This is an optimization exercise on Yosys and OpenROAD, whose aim is small area, not a production implementation.
Only simulation tests tie the RTL to the original design; equivalence was not proved.
Power and IR drop assume default switching activity.

## flow/design.v (module list and top-level ports; edited modules follow where they fit)
// module reg_file_ao22: 3 lines
// module reg_file_aoi222: 3 lines
// module reg_file_aoi22: 3 lines
// module reg_file_nand2: 3 lines
// module reg_file_and2: 3 lines
// module reg_file_and3: 3 lines
// module reg_file_or2: 3 lines
// module reg_file_dec2: 5 lines
// module reg_file_dec3: 5 lines
// module reg_file_dec3n: 5 lines
// module reg_file_or11n: 3 lines
// module reg_file_or12n: 3 lines
// module reg_file: 1328 lines
module reg_file #(
   parameter int                DATA_W  = 32,
   parameter int                ADDR_W  = 5,
   parameter int                BYPASS  = 1,
   parameter logic [DATA_W-1:0] SP_INIT = 32'h7FFF_EFFC,
   parameter logic [DATA_W-1:0] GP_INIT = 32'h1000_8000
) (
   input  logic              clk,
   input  logic              rst_n,
   input  logic [ADDR_W-1:0] rd_addr1,
   input  logic [ADDR_W-1:0] rd_addr2,
   output logic [DATA_W-1:0] rd_data1,
   output logic [DATA_W-1:0] rd_data2,
   input  logic              wr_en,
   input  logic [ADDR_W-1:0] wr_addr,
   input  logic [DATA_W-1:0] wr_data,
   input  logic [ADDR_W-1:0] dbg_addr,
   output logic [DATA_W-1:0] dbg_data
);
  // ...
==> flow/flow/run.sh <==
#!/bin/bash
set -e
cat >> config.mk <<'EOC'
export CTS_ARGS = -sink_clustering_enable -repair_clock_nets -dont_use_dummy_load -sink_clustering_size 16 -sink_clustering_max_diameter 70 -buf_list sky130_fd_sc_hd__clkbuf_8 -root_buf sky130_fd_sc_hd__clkbuf_16
export BUFFER_PORTS_ARGS = -buffer_cell sky130_fd_sc_hd__buf_1
EOC
bash standard.sh > standard.log 2>&1
==> flow/standard.sh <==
#!/bin/bash
# synth_recipe.tcl (not shown) runs the flow's synth.tcl, then flattens the netlist and writes it again
# the make line also repeats each setting of config.mk as NAME=value (left out here)
make -C /OpenROAD-flow-scripts/flow DESIGN_CONFIG=/design/flow/config.mk WORK_HOME=/design/flow/orfs CLKGATE_MAP_FILE= SYNTH_SCRIPT=/design/flow/synth_recipe.tcl "${@:-finish}"
==> flow/config.mk <==
export PLATFORM = sky130hd
export DESIGN_NAME = reg_file
export DESIGN_NICKNAME = reg_file
export VERILOG_FILES = /design/flow/design.v
export SDC_FILE = /design/flow/constraint.sdc
export NUM_CORES = 4
export LEC_CHECK = 0
export CAP_MARGIN = 0
export CELL_PAD_IN_SITES_DETAIL_PLACEMENT = 1
export CORE_MARGIN = 2
export CORE_UTILIZATION = 30
export PLACE_DENSITY = 0.4
export SLEW_MARGIN = 0
export SYNTH_HIERARCHICAL = 1
export CTS_ARGS = -sink_clustering_enable -repair_clock_nets -dont_use_dummy_load -sink_clustering_size 16 -sink_clustering_max_diameter 70 -buf_list sky130_fd_sc_hd__clkbuf_8 -root_buf sky130_fd_sc_hd__clkbuf_16
export BUFFER_PORTS_ARGS = -buffer_cell sky130_fd_sc_hd__buf_1
==> flow/constraint.sdc <==
create_clock -name core_clock -period 10.0 [get_ports {clk}]
set_input_delay 2.0000 -clock core_clock [delete_from_list [all_inputs] [get_ports {clk}]]
set_output_delay 2.0000 -clock core_clock [all_outputs]
set_load 0.01 [all_outputs]
==> results.ini, run 1 <==
[final_layout]
nFillCells = 15950
diodes = 19
buf_share_pct = 3.355
drive_gt1_share_pct = 11.08
largest_cell_class = multi-input combinational cells
final_cell_mix = a222oi_1, a22o_1, dfxtp_1
largest_register_ffs = 992
n_all_buffers = 294

[worst_setup_path]
reg2reg_depth = 1
arrival_ps = 6310
rr_endpoint = regs[703]
crit_buf_inv = 2
cp_cell_sequence = buf_1, or4_1, o211ai_2, or4_1, and4_2, and3_2, a222oi_1, nand4_1, or3_1, buf_1
cp-endpoint = rd_data1[2]

[clock_tree]
cts_tree = built

[die]
die_area_sq_um = 149400
io_pins = 151
initial_core_util_pct = 30.19

[timing]
period_minus_slack_ps = 8313
setup_violations = 0

[grt]
use_met2_pct = 55.24

[outcome]
status = no timing/DRC/antenna violations

[power_and_ir_drop]
power.group.top = registers
clkPwrFrac_pct = 25.5
p_seq_w = 0.00587
p_seq_share_pct = 59.1

[synth]
ys_types = 33

[placement]
dp_slack_ps = 1942

==> inputs of run 2 (changes only) <==
--- a/flow/config.mk
+++ b/flow/config.mk
@@ -8,8 +8,8 @@
 export CAP_MARGIN = 0
 export CELL_PAD_IN_SITES_DETAIL_PLACEMENT = 1
 export CORE_MARGIN = 2
-export CORE_UTILIZATION = 30
-export PLACE_DENSITY = 0.4
+export CORE_UTILIZATION = 35
+export PLACE_DENSITY = 0.5
 export SLEW_MARGIN = 0
 export SYNTH_HIERARCHICAL = 1
 export CTS_ARGS = -sink_clustering_enable -repair_clock_nets -dont_use_dummy_load -sink_clustering_size 16 -sink_clustering_max_diameter 70 -buf_list sky130_fd_sc_hd__clkbuf_8 -root_buf sky130_fd_sc_hd__clkbuf_16
==> results.ini, run 2 <==
[final_layout]
seq_area_sq_um = 20630  ; unchanged
largest_register_ffs = 992  ; unchanged
stdcell_area_sq_um = 49150  ; was 49,980 sq um
nFillCells = 13470  ; was 15,950
layout_commonest_cell = a222oi_1  ; unchanged
layout.nets = 4204  ; was 4,225
final_cell_mix = a222oi_1, a22o_1, dfxtp_1  ; unchanged
syn_to_final_growth_pct = 11.98  ; was 13.87%
regMostFlops = regs  ; unchanged
multi_input_area_sq_um = 23530  ; was 23,760 sq um
reg_top3 = regs: 992 flops, valid: 31 flops  ; unchanged
drive_gt1_share_pct = 9.718  ; was 11.08%

[clock_tree]
cts-htree-levels = 3  ; unchanged
post_cts_buffers = 0  ; unchanged
cts_sinks = 1023  ; unchanged
cts_hold_buffers = 0  ; unchanged
cts_root_buffer = clkbuf_16  ; unchanged
cts-resized-gates = 0  ; unchanged
clk_pin_slew_worst_paths_ps = 80  ; was 90 ps
clk_latency_ps = 690  ; was 700 ps
cts_tree = built  ; unchanged
clock_path_buffers = 3  ; unchanged
numCtsBuffers = 85  ; was 99

[worst_setup_path]
rr_endpoint = valid[29]  ; was regs[703]
reg2reg_depth = 1  ; unchanged
reg2reg_slack_ps = 9060  ; was 9100 ps
r2r_start = valid[29]  ; was regs[703]
crit_required_ps = 8000  ; about the same
arrival_ps = 6420  ; was 6310 ps
end_kind = output port  ; unchanged
crit_type = in2out  ; unchanged
crit_path_max_fanout = 32  ; unchanged
start_kind = input port  ; unchanged

[grt]
track_usage_pct = 41.60  ; was 40.29%
grt_pass1_wl_mm = 379.7  ; was 423.4 mm
grt_max_degree = 54  ; unchanged
antenna_found_initial = 24  ; was 30
grt_pass1_vias = 47120  ; was 47,660
gr-total-overflow = 0  ; unchanged

[die]
initial_core_util_pct = 35.36  ; was 30.19%
die_area_sq_um = 128300  ; was 149,400 sq um
coreArea_sq_um = 124100  ; was 145,400 sq um
die_w_um = 358.1  ; was 386.5 um
io_pins = 151  ; unchanged
fp.dieH_um = 358.1  ; was 386.5 um
num_rows = 129  ; was 140

[synth]
ys.flop_type = dfxtp_1  ; unchanged
synthTopCellsByCount = a222oi_1, a22o_1, dfxtp_1  ; unchanged
syn_area_per_cell_sq_um = 11.70  ; unchanged
synth_top_area_share_pct = 45.25  ; unchanged
synth.cell_area_sq_um = 43890  ; unchanged
async_reset_ff_share_pct = 3.030  ; unchanged
ys_types = 33  ; unchanged
synthCells = 3752  ; unchanged
seq_area_frac_synth_pct = 47.01  ; unchanged
yosysMostFrequentCell = a222oi_1  ; unchanged
yosys.area.top_type = dfxtp_1  ; unchanged
ys_ff_latch = 1023  ; unchanged
yosysWarnings = 7  ; unchanged
synth.area.top_cells = dfxtp_1, a222oi_1, a22o_1  ; unchanged
synth_edf_count = 0  ; unchanged

[drt]
vias_per_cell = 8.653  ; was 8.319
routedWlPerCell_um = 48.13  ; was 52.14 um
drtIter0Drc = 13870  ; was 13,200
routed_wl_mm = 279.2  ; was 318.3 mm
firstDrtPassIters = 12  ; was 15
route.detailed.drc = 0  ; unchanged
vias = 50200  ; was 50,780
postRouteAntennaNets = 0  ; unchanged

[placement]
dp_slack_ps = 2072  ; was 1942 ps
placed_area_sq_um = 47840  ; was 48,470 sq um
port_buffers = 150  ; unchanged
dpl.hpwl_mm = 154.9  ; was 187.4 mm
gp_congestion = 0.9911  ; was 0.9576

[power_and_ir_drop]
peakVddDrop_mv = 0.1212  ; was 0.09510 mV
power_leakage_nw = 18.84  ; was 19.07 nW
p_sw_share_pct = 32.98  ; was 33.87%
clkPwrFrac_pct = 24.3  ; was 25.5%
p_comb_share_pct = 15.4  ; about the same
netSwitchingPower_w = 0.003169  ; was 0.003361 W
p_int_w = 0.006440  ; was 0.006563 W
p_seq_share_pct = 60.3  ; was 59.1%
power.density_nw_per_um2 = 195.5  ; was 198.5 nW/um^2

[min_path]
hp-class = reg2reg  ; unchanged
min_delay_path_depth = 1  ; unchanged
holdPathEnd = valid[2]  ; was valid[7]
hold_start = valid[2]  ; was valid[7]

[timing]
fmax_mhz = 118.8  ; was 120.3 MHz
hold_violations = 0  ; unchanged
tightest_slew_ps = 1497  ; was 1359 ps
tns_ps = 0  ; unchanged
fin_crit_sh_pct = 84.17  ; was 83.13%
period_minus_slack_ps = 8417  ; was 8313 ps
relSlewSlack_pct = 0.1900  ; was 9.067%
setup_violations = 0  ; unchanged
rsz0062_at_grt = no  ; unchanged
finalMaxSlewViolations = 0  ; unchanged
setup_ws_ps = 1583  ; was 1687 ps
skew_ps = 0  ; unchanged

[outcome]
status = no timing/DRC/antenna violations  ; unchanged

[run]
max-cap-violations = 0  ; unchanged

run 2: changes by cell type in the layout (fill, tap and decap cells not counted), moves of 10 or more:
cell / previous run / this run
nand2_1: 74 / 88
and3_4: 27 / 0
clkbuf_8: 90 / 76
nand2_4: 10 / 0
and3_1: 0 / 23
and2_2: 25 / 35
and2_4: 10 / 0
run 2: layout make-up:
cell class | instances | area share, %
timing repair buffer | 287 | 3.302
sequential | 1023 | 41.98
multi-input combinational | 2752 | 47.88
antenna | 17 | 0.08655
clock buffer | 85 | 2.586
tap | 1637 | 4.167
run 2: stage by stage:
step           hold slack, ps  power [W]  util (%)  std cells
2_1_floorplan           454.6   0.006457         -       3775
3_3_place_gp            475.1   0.007161     38.54       5699
3_5_place_dp            483.0   0.007225     38.54       5699
4_1_cts                 508.5   0.009489     39.57       5784
5_1_grt                 536.5   0.009900     39.58       5790
6_report                519.0   0.009608     39.60       5801
run 2: how the worst max path moves through the flow:
stage          slack [ps]  startpoint  cells past startpoint           end
2_1_floorplan        2580  wr_addr[1]                      9  rd_data2[10]
3_3_place_gp         2180  wr_addr[2]                     10  rd_data1[18]
3_5_place_dp         2070  wr_addr[2]                     10  rd_data2[24]
4_1_cts              2050  wr_addr[2]                     10  rd_data2[24]
5_1_grt              1450  wr_addr[2]                     11  rd_data1[16]
6_report             1580  wr_addr[2]                     10  rd_data1[16]
run 2: cell families after synthesis:
group            synth area share [%]
other                        0.008544
flip-flops                      47.01
AO/OA/AOI/OAI                   43.22
AND/OR/NAND/NOR                 9.564
XOR/XNOR                       0.1996
run 2: layer usage:
layer	share of wire (%)	GRT usage [%]	up-vias
li1	-	-	18950
met1	36	52.71	25150
met2	39	56.24	4936
met3	16	15.88	1142
met4	9.3	32.13	12
met5	0.060	0.4444	-
run 2: Yosys stat by module (local to each module, per instance):
module	copies in the design	cells inside	cell area, sq um	flops+latches
reg_file	1	1054	20850	1023
reg_file_dec3	3	8	96.34	0
reg_file_dec3n	1	8	65.06	0
reg_file_dec2	4	4	26.28	0
reg_file_or12n	32	4	25.02	0
reg_file_or11n	64	4	23.77	0
reg_file_aoi222	1024	1	10.01	0
reg_file_ao22	992	1	8.758	0
reg_file_and2	31	1	6.256	0
reg_file_and3	93	1	6.256	0
reg_file_or2	31	1	6.256	0
reg_file_nand2	95	1	3.754	0
run 2: worst max-delay path, cell delays in order:
cell      delay (ps)
buf_1            350
or4_1            200
o211ai_2         130
or4_1            700
and4bb_2         330
and3_2           530
a222oi_1         500
nand4_1          770
or3_1            670
buf_1            150
run 2: power groups by stage:
stage | clock network, W | logic (W) | registers (W)
5_1_grt | 0.00247 | 0.00154 | 0.00589
2_1_floorplan | 0 | 0.000897 | 0.00556
6_report | 0.00234 | 0.00148 | 0.00579
4_1_cts | 0.00234 | 0.00142 | 0.00573
3_5_place_dp | 0 | 0.00142 | 0.00581
3_3_place_gp | 0 | 0.00138 | 0.00578
==> inputs of run 3 (changes only) <==
--- a/flow/config.mk
+++ b/flow/config.mk
@@ -8,8 +8,8 @@
 export CAP_MARGIN = 0
 export CELL_PAD_IN_SITES_DETAIL_PLACEMENT = 1
 export CORE_MARGIN = 2
-export CORE_UTILIZATION = 35
-export PLACE_DENSITY = 0.5
+export CORE_UTILIZATION = 40
+export PLACE_DENSITY = 0.58
 export SLEW_MARGIN = 0
 export SYNTH_HIERARCHICAL = 1
 export CTS_ARGS = -sink_clustering_enable -repair_clock_nets -dont_use_dummy_load -sink_clustering_size 16 -sink_clustering_max_diameter 70 -buf_list sky130_fd_sc_hd__clkbuf_8 -root_buf sky130_fd_sc_hd__clkbuf_16
==> results.ini, run 3 <==
[outcome]
status = no timing/DRC/antenna violations  ; unchanged

[grt]
track_usage_pct = 46.03  ; was 41.60%
antenna_found_initial = 19  ; was 24
gr-total-overflow = 0  ; unchanged
grt_pass1_wl_mm = 374.2  ; was 379.7 mm
grt_max_degree = 54  ; unchanged
grt_pass1_vias = 48130  ; was 47,120

[worst_setup_path]
startpoint = rst_n  ; was wr_addr[2]
rr_endpoint = valid[29]  ; unchanged
end_kind = output port  ; unchanged
reg2reg_slack_ps = 9090  ; was 9060 ps
start_kind = input port  ; unchanged
arrival_ps = 6310  ; was 6420 ps
crit_path_max_fanout = 32  ; unchanged
cp-endpoint = rd_data2[0]  ; was rd_data1[16]
crit_required_ps = 8000  ; about the same
r2r_start = valid[29]  ; unchanged
reg2reg_depth = 1  ; unchanged
crit_type = in2out  ; unchanged

[final_layout]
regMostFlops = regs  ; unchanged
final_cell_mix = a222oi_1, a22o_1, dfxtp_1  ; unchanged
largest_register_ffs = 992  ; unchanged
reg_top3 = regs: 992 flops, valid: 31 flops  ; unchanged
layout_commonest_cell = a222oi_1  ; unchanged
layout.nets = 4192  ; was 4,204
syn_to_final_growth_pct = 10.96  ; was 11.98%
nFillCells = 11720  ; was 13,470
drive_gt1_share_pct = 8.972  ; was 9.718%
instances_no_fill = 5566  ; was 5,801

[clock_tree]
clock_path_buffers = 3  ; unchanged
post_cts_buffers = 0  ; unchanged
cts_sinks = 1023  ; unchanged
cts_hold_buffers = 0  ; unchanged
cts-htree-levels = 3  ; unchanged
cts_tree = built  ; unchanged
clk_latency_ps = 670  ; was 690 ps
cts-resized-gates = 0  ; unchanged
numCtsBuffers = 77  ; was 85
clk_pin_slew_worst_paths_ps = 80  ; about the same
cts_root_buffer = clkbuf_16  ; unchanged

[synth]
seq_area_frac_synth_pct = 47.01  ; unchanged
yosysWarnings = 7  ; unchanged
async_reset_ff_share_pct = 3.030  ; unchanged
synth_top_area_share_pct = 45.25  ; unchanged
ys_types = 33  ; unchanged
synth.cell_area_sq_um = 43890  ; unchanged
synthCells = 3752  ; unchanged
synth.area.top_cells = dfxtp_1, a222oi_1, a22o_1  ; unchanged
syn_area_per_cell_sq_um = 11.70  ; unchanged
yosys.area.top_type = dfxtp_1  ; unchanged
yosysMostFrequentCell = a222oi_1  ; unchanged
ys_ff_latch = 1023  ; unchanged
ys.flop_type = dfxtp_1  ; unchanged
synth_edf_count = 0  ; unchanged
synthTopCellsByCount = a222oi_1, a22o_1, dfxtp_1  ; unchanged

[drt]
postRouteAntennaNets = 0  ; unchanged
vias_per_cell = 9.246  ; was 8.653
firstDrtPassIters = 17  ; was 12
drtIter0Drc = 15310  ; was 13,870
routed_wl_mm = 272.0  ; was 279.2 mm
routedWlPerCell_um = 48.88  ; was 48.13 um
vias = 51460  ; was 50,200
route.detailed.drc = 0  ; unchanged

[min_path]
hp-class = reg2reg  ; unchanged

[timing]
tightest_slew_ps = 1484  ; was 1497 ps
relSlewSlack_pct = 1.097  ; was 0.1900%
skew_ps = 0  ; unchanged
holdWs_ps = 518.8  ; was 519.0 ps
setup_violations = 0  ; unchanged
fmax_mhz = 120.4  ; was 118.8 MHz
fin_crit_sh_pct = 83.07  ; was 84.17%
tns_ps = 0  ; unchanged
rsz0062_at_grt = no  ; unchanged
finalMaxSlewViolations = 0  ; unchanged
period_minus_slack_ps = 8307  ; was 8417 ps
hold_violations = 0  ; unchanged

[power_and_ir_drop]
power_leakage_nw = 18.72  ; was 18.84 nW
p_seq_share_pct = 61.0  ; was 60.3%
p_int_w = 0.006373  ; was 0.006440 W
netSwitchingPower_w = 0.003141  ; was 0.003169 W
p_sw_share_pct = 33.02  ; was 32.98%
peakVddDrop_mv = 0.1303  ; was 0.1212 mV
power.density_nw_per_um2 = 195.4  ; was 195.5 nW/um^2
p_comb_share_pct = 15.4  ; about the same
clkPwrFrac_pct = 23.6  ; was 24.3%

[die]
io_pins = 151  ; unchanged
fp.dieH_um = 335.3  ; was 358.1 um
num_rows = 121  ; was 129
die_w_um = 335.3  ; was 358.1 um
die_area_sq_um = 112400  ; was 128,300 sq um
initial_core_util_pct = 40.32  ; was 35.36%
coreArea_sq_um = 108900  ; was 124,100 sq um

[placement]
gp_congestion = 0.9791  ; was 0.9911
dpl.hpwl_mm = 153.6  ; was 154.9 mm
port_buffers = 150  ; unchanged
dp_cells = 5472  ; was 5,699

[run]
max-cap-violations = 0  ; unchanged

run 3: cell types whose count changed in the layout (fill, tap and decap cells not counted):
cell	before	now
nand2_1	88	91
and3_1	23	24
buf_4	137	133
nor2b_1	3	4
and2_2	35	31
and3_2	71	70
clkbuf_8	76	68
nor2b_2	1	0
clkbuf_2	25	14
nand2_2	12	9
buf_1	125	136
and2_1	0	4
run 3: cells by family (layout without fill, tap and decap cells):
family / Yosys count / count (layout) / share of synthesized area, %
AOI/OAI and AO/OA: 2020 / 2020 / 43.22
xor gates and xnor gates: 10 / 10 / 0.1996
buffers and inverters: 0 / 360 / 0
DFF: 1023 / 1023 / 47.01
other: 1 / 41 / 0.008544
and+or+nand+nor: 698 / 698 / 9.564
run 3: routing by layer:
layer | up-vias | global-route usage [%] | share of wire, %
met1 | 25100 | 57.29 | 34
met4 | 18 | 34.28 | 9.5
met2 | 5905 | 61.30 | 38
li1 | 18950 | - | -
met3 | 1497 | 21.10 | 18
met5 | - | 0.9119 | 0.090
run 3: power by group through the flow:
stage / clock [W] / combinational [W] / sequential, W
finish: 0.00224 / 0.00147 / 0.00581
global route: 0.00236 / 0.00152 / 0.00589
detailed placement: 0 / 0.00140 / 0.00581
CTS: 0.00220 / 0.00140 / 0.00574
floorplan: 0 / 0.000897 / 0.00556
global placement: 0 / 0.00134 / 0.00578
run 3: area by class of cell:
type	instances	area, sq um	area share, %
diodes	17	42.54	0.08735
repair buffers	283	1579	3.242
clock buffers	77	1161	2.384
well taps	1414	1769	3.633
multi-input cells	2752	23520	48.28
flip-flops and latches	1023	20630	42.37
run 3: critical path: stages:
cell      delay (ps)
clkbuf_2          80
buf_4            390
o211ai_2         230
or4_1            750
and4bb_2         330
and3_2           600
a222oi_1         610
nand4_1          540
or3_1            560
buf_1            150
run 3: worst min-delay path by stage:
stage	startpoint	endpoint	slack, ps	depth (start not counted)
4_1_cts	valid[24]	valid[24]	520	1
3_3_place_gp	valid[24]	valid[24]	480	1
3_5_place_dp	valid[30]	valid[30]	490	1
5_1_grt	valid[9]	valid[9]	540	1
6_report	valid[24]	valid[24]	520	1
2_1_floorplan	valid[10]	valid[10]	450	1
run 3: Yosys stat by module, one instance, submodules excluded, a selection:
module | flops+latches | copies in the design
reg_file_aoi222 | 0 | 1024
reg_file_dec3 | 0 | 3
reg_file_ao22 | 0 | 992
reg_file_nand2 | 0 | 95
reg_file_and2 | 0 | 31
reg_file_dec2 | 0 | 4
run 3: metrics by stage:
stage	worst slack, ps	instance area [sq um]	power (W)	util, %
after floorplan	2584	43980	0.006457	-
after global placement	2077	47500	0.007122	43.64
after detailed placement	1996	47500	0.007211	43.64
after CTS	1997	48660	0.009336	44.70
after global routing	1640	48670	0.009773	44.71
final	1693	48700	0.009514	44.74
==> inputs of run 4 (changes only) <==
--- a/flow/config.mk
+++ b/flow/config.mk
@@ -5,12 +5,12 @@
 export SDC_FILE = /design/flow/constraint.sdc
 export NUM_CORES = 4
 export LEC_CHECK = 0
-export CAP_MARGIN = 0
+export CAP_MARGIN = 5
 export CELL_PAD_IN_SITES_DETAIL_PLACEMENT = 1
 export CORE_MARGIN = 2
 export CORE_UTILIZATION = 40
 export PLACE_DENSITY = 0.58
-export SLEW_MARGIN = 0
+export SLEW_MARGIN = 5
 export SYNTH_HIERARCHICAL = 1
 export CTS_ARGS = -sink_clustering_enable -repair_clock_nets -dont_use_dummy_load -sink_clustering_size 16 -sink_clustering_max_diameter 70 -buf_list sky130_fd_sc_hd__clkbuf_8 -root_buf sky130_fd_sc_hd__clkbuf_16
 export BUFFER_PORTS_ARGS = -buffer_cell sky130_fd_sc_hd__buf_1
==> results.ini, run 4 <==
[synth]
synth_top_area_share_pct = 45.25  ; unchanged
synth_top_family_by_area = compound AO/OA/AOI/OAI gates  ; unchanged
ys.flop_type = dfxtp_1  ; unchanged
synth-xor-area-share_pct = 0.1995  ; unchanged
seq_area_frac_synth_pct = 47.01  ; unchanged
yosys.area.top_type = dfxtp_1  ; unchanged
synth_edf_count = 0  ; unchanged
synth_compound_area_share_pct = 43.22  ; unchanged
synth.area.top_cells = dfxtp_1, a222oi_1, a22o_1  ; unchanged
synthMuxAreaShare_pct = 0  ; unchanged
async_reset_ff_share_pct = 3.030  ; unchanged
synth.cell_area_sq_um = 43890  ; unchanged
ys_types = 33  ; unchanged
syn_area_per_cell_sq_um = 11.70  ; unchanged
synthTopCellsByCount = a222oi_1, a22o_1, dfxtp_1  ; unchanged
synth_simple_gate_area_share_pct = 9.564  ; unchanged
yosysWarnings = 7  ; unchanged
synthCells = 3752  ; unchanged
yosysMostFrequentCell = a222oi_1  ; unchanged
synthAdderAreaFrac_pct = 0  ; unchanged
ys_ff_latch = 1023  ; unchanged

[grt]
grt_pass1_wl_mm = 374.2  ; unchanged
grt_pass1_vias = 48130  ; unchanged
use_met1_pct = 57.29  ; unchanged
use_met3_pct = 21.10  ; unchanged
antenna_found_initial = 19  ; unchanged
use_met2_pct = 61.30  ; unchanged
grt_busiest_layer = met2  ; unchanged
track_usage_pct = 46.03  ; unchanged
gr-total-overflow = 0  ; unchanged
grt_max_degree = 54  ; unchanged

[final_layout]
instances_no_fill = 5566  ; unchanged
multi_input_area_sq_um = 23520  ; unchanged
nFillCells = 11720  ; unchanged
regMostFlops = regs  ; unchanged
syn_to_final_growth_pct = 10.96  ; unchanged
largest_register_ffs = 992  ; unchanged
layout_commonest_cell = a222oi_1  ; unchanged
reg_top3 = regs: 992 flops, valid: 31 flops  ; unchanged
seq_area_sq_um = 20630  ; unchanged
layout.nets = 4192  ; unchanged
final_cell_mix = a222oi_1, a22o_1, dfxtp_1  ; unchanged
drive_gt1_share_pct = 8.972  ; unchanged

[clock_tree]
clk_latency_ps = 670  ; about the same
cts_tree = built  ; unchanged
cts_sinks = 1023  ; unchanged
clock_path_buffers = 3  ; unchanged
post_cts_buffers = 0  ; unchanged
numCtsBuffers = 77  ; unchanged
cts_hold_buffers = 0  ; unchanged
cts-resized-gates = 0  ; unchanged
cts_root_buffer = clkbuf_16  ; unchanged
cts-htree-levels = 3  ; unchanged
clk_pin_slew_worst_paths_ps = 80  ; about the same

[die]
coreArea_sq_um = 108900  ; unchanged
fp.dieH_um = 335.3  ; unchanged
die_w_um = 335.3  ; unchanged
io_pins = 151  ; unchanged
die_area_sq_um = 112400  ; unchanged
initial_core_util_pct = 40.32  ; unchanged
num_rows = 121  ; unchanged

[drt]
routedWlPerCell_um = 48.88  ; unchanged
routed_wl_mm = 272.0  ; unchanged
route.detailed.drc = 0  ; unchanged
vias_per_cell = 9.246  ; unchanged
firstDrtPassIters = 17  ; unchanged
postRouteAntennaNets = 0  ; unchanged
vias = 51460  ; unchanged
drtIter0Drc = 15310  ; unchanged

[worst_setup_path]
crit_required_ps = 8000  ; about the same
crit_path_max_fanout = 32  ; unchanged
r2r_start = valid[29]  ; unchanged
startpoint = rst_n  ; unchanged
start_kind = input port  ; unchanged
crit_type = in2out  ; unchanged
end_kind = output port  ; unchanged
arrival_ps = 6310  ; about the same

[timing]
relSlewSlack_pct = 1.097  ; unchanged
skew_ps = 0  ; unchanged
rsz0062_at_grt = no  ; unchanged
tightest_slew_ps = 1484  ; unchanged
finalMaxSlewViolations = 0  ; unchanged
fin_crit_sh_pct = 83.07  ; unchanged
period_minus_slack_ps = 8307  ; unchanged
tns_ps = 0  ; unchanged
hold_violations = 0  ; unchanged
setup_violations = 0  ; unchanged
fmax_mhz = 120.4  ; unchanged

[run]
max-cap-violations = 0  ; unchanged

[outcome]
status = no timing/DRC/antenna violations  ; unchanged

[power_and_ir_drop]
power_leakage_nw = 18.72  ; unchanged
peakVddDrop_mv = 0.1303  ; unchanged
power.density_nw_per_um2 = 195.4  ; unchanged

[placement]
dpl.hpwl_mm = 153.6  ; unchanged
gp_congestion = 0.9791  ; unchanged
port_buffers = 150  ; unchanged
dp_cells = 5472  ; unchanged

[min_path]
hp-class = reg2reg  ; unchanged
hold_start = valid[24]  ; unchanged

run 4: metrics by stage:
stage | hold slack [ps] | area (sq um) | setup slack (ps) | util [%] | power [W]
floorplan | 454.6 | 43980 | 2584 | - | 0.006457
finish | 518.8 | 48700 | 1693 | 44.74 | 0.009514
global route | 541.9 | 48670 | 1640 | 44.71 | 0.009773
global placement | 480.7 | 47500 | 2077 | 43.64 | 0.007122
detailed placement | 486.1 | 47500 | 1996 | 43.64 | 0.007211
CTS | 515.2 | 48660 | 1997 | 44.70 | 0.009336
run 4: power by group:
group,internal [W],switching [W]
Combinational,0.000702,0.000764
Sequential,0.00489,0.000916
Clock,0.000780,0.00146
Total,0.00637,0.00314
run 4: critical path, stage by stage:
cell	delay, ps
clkbuf_2	80
buf_4	390
o211ai_2	230
or4_1	750
and4bb_2	330
and3_2	600
a222oi_1	610
nand4_1	540
or3_1	560
buf_1	150
run 4: per-layer routing:
layer	wire (um)	share of wire [%]	vias to the layer above
met1	93670	34	25100
met4	25930	9.5	18
li1	-	-	18950
met5	244	0.090	-
met3	49080	18	1497
met2	103100	38	5905
run 4: kinds of logic after synthesis:
logic type / Yosys count
other cells: 1
simple gates: 698
xor+xnor: 10
compound gates: 2020
flops: 1023
run 4: per-module statistics from Yosys, one instance, submodules excluded, excerpt:
| module | cells inside | copies in the design | cell area, sq um | flip-flops and latches |
|---|---|---|---|---|
| reg_file | 1054 | 1 | 20850 | 1023 |
| reg_file_dec2 | 4 | 4 | 26.28 | 0 |
| reg_file_and3 | 1 | 93 | 6.256 | 0 |
| reg_file_nand2 | 1 | 95 | 3.754 | 0 |
| reg_file_dec3 | 8 | 3 | 96.34 | 0 |
| reg_file_or12n | 4 | 32 | 25.02 | 0 |
| reg_file_or2 | 1 | 31 | 6.256 | 0 |
| reg_file_ao22 | 1 | 992 | 8.758 | 0 |
| reg_file_dec3n | 8 | 1 | 65.06 | 0 |
run 4: layout make-up:
type	instances	share of cell area, %
multi-input cells	2752	48.28
flip-flops and latches	1023	42.37
well taps	1414	3.633
repair buffers	283	3.242
clock buffers	77	2.384
diodes	17	0.08735
run 4: path summary, 6_finish.rpt:
| check | to | cells after the start | slack (ps) |
|---|---|---|---|
| max | rd_data2[0] | 10 | 1690 |
| min reg2reg | valid[24] | 1 | 520 |
| min in group asynchronous | valid[28] | 2 | 1370 |
| max reg2reg | valid[29] | 1 | 9090 |
| min | valid[24] | 1 | 520 |
| max in group asynchronous | valid[11] | 2 | 8250 |

## re-timing with driven ports
No port has a modelled driver above. Below, the same layouts with a new extraction and two added sets of constraints. Step 1: set_driving_cell puts a clkbuf_16 on clk and a buf_2 on each other input, an assumption about the parent block. Step 2 adds t to the input delays and takes it off the output delays; t is the mean of the earliest and latest rising clock arrival at the registers after step 1. Input paths then give back, and output paths get back, about the clock's delay inside the block. Three values: ideal, step 1, step 2; two values: the first two.
run	t (ns)	slack for setup (ns)	worst setup path after step 2	worst register clock-pin slew, ns	cell pins on the clock port's net
run 1	0.769	1.687 / 1.664 / 1.664	input to output	0.11 / 0.11	1
run 2	0.755	1.583 / 1.561 / 1.561	input to output	0.12 / 0.12	1
run 3	0.718	1.693 / 1.669 / 1.669	input to output	0.12 / 0.12	1
run 4	0.718	1.693 / 1.669 / 1.669	input to output	0.12 / 0.12	1
After both steps setup and hold are still met in every run listed.
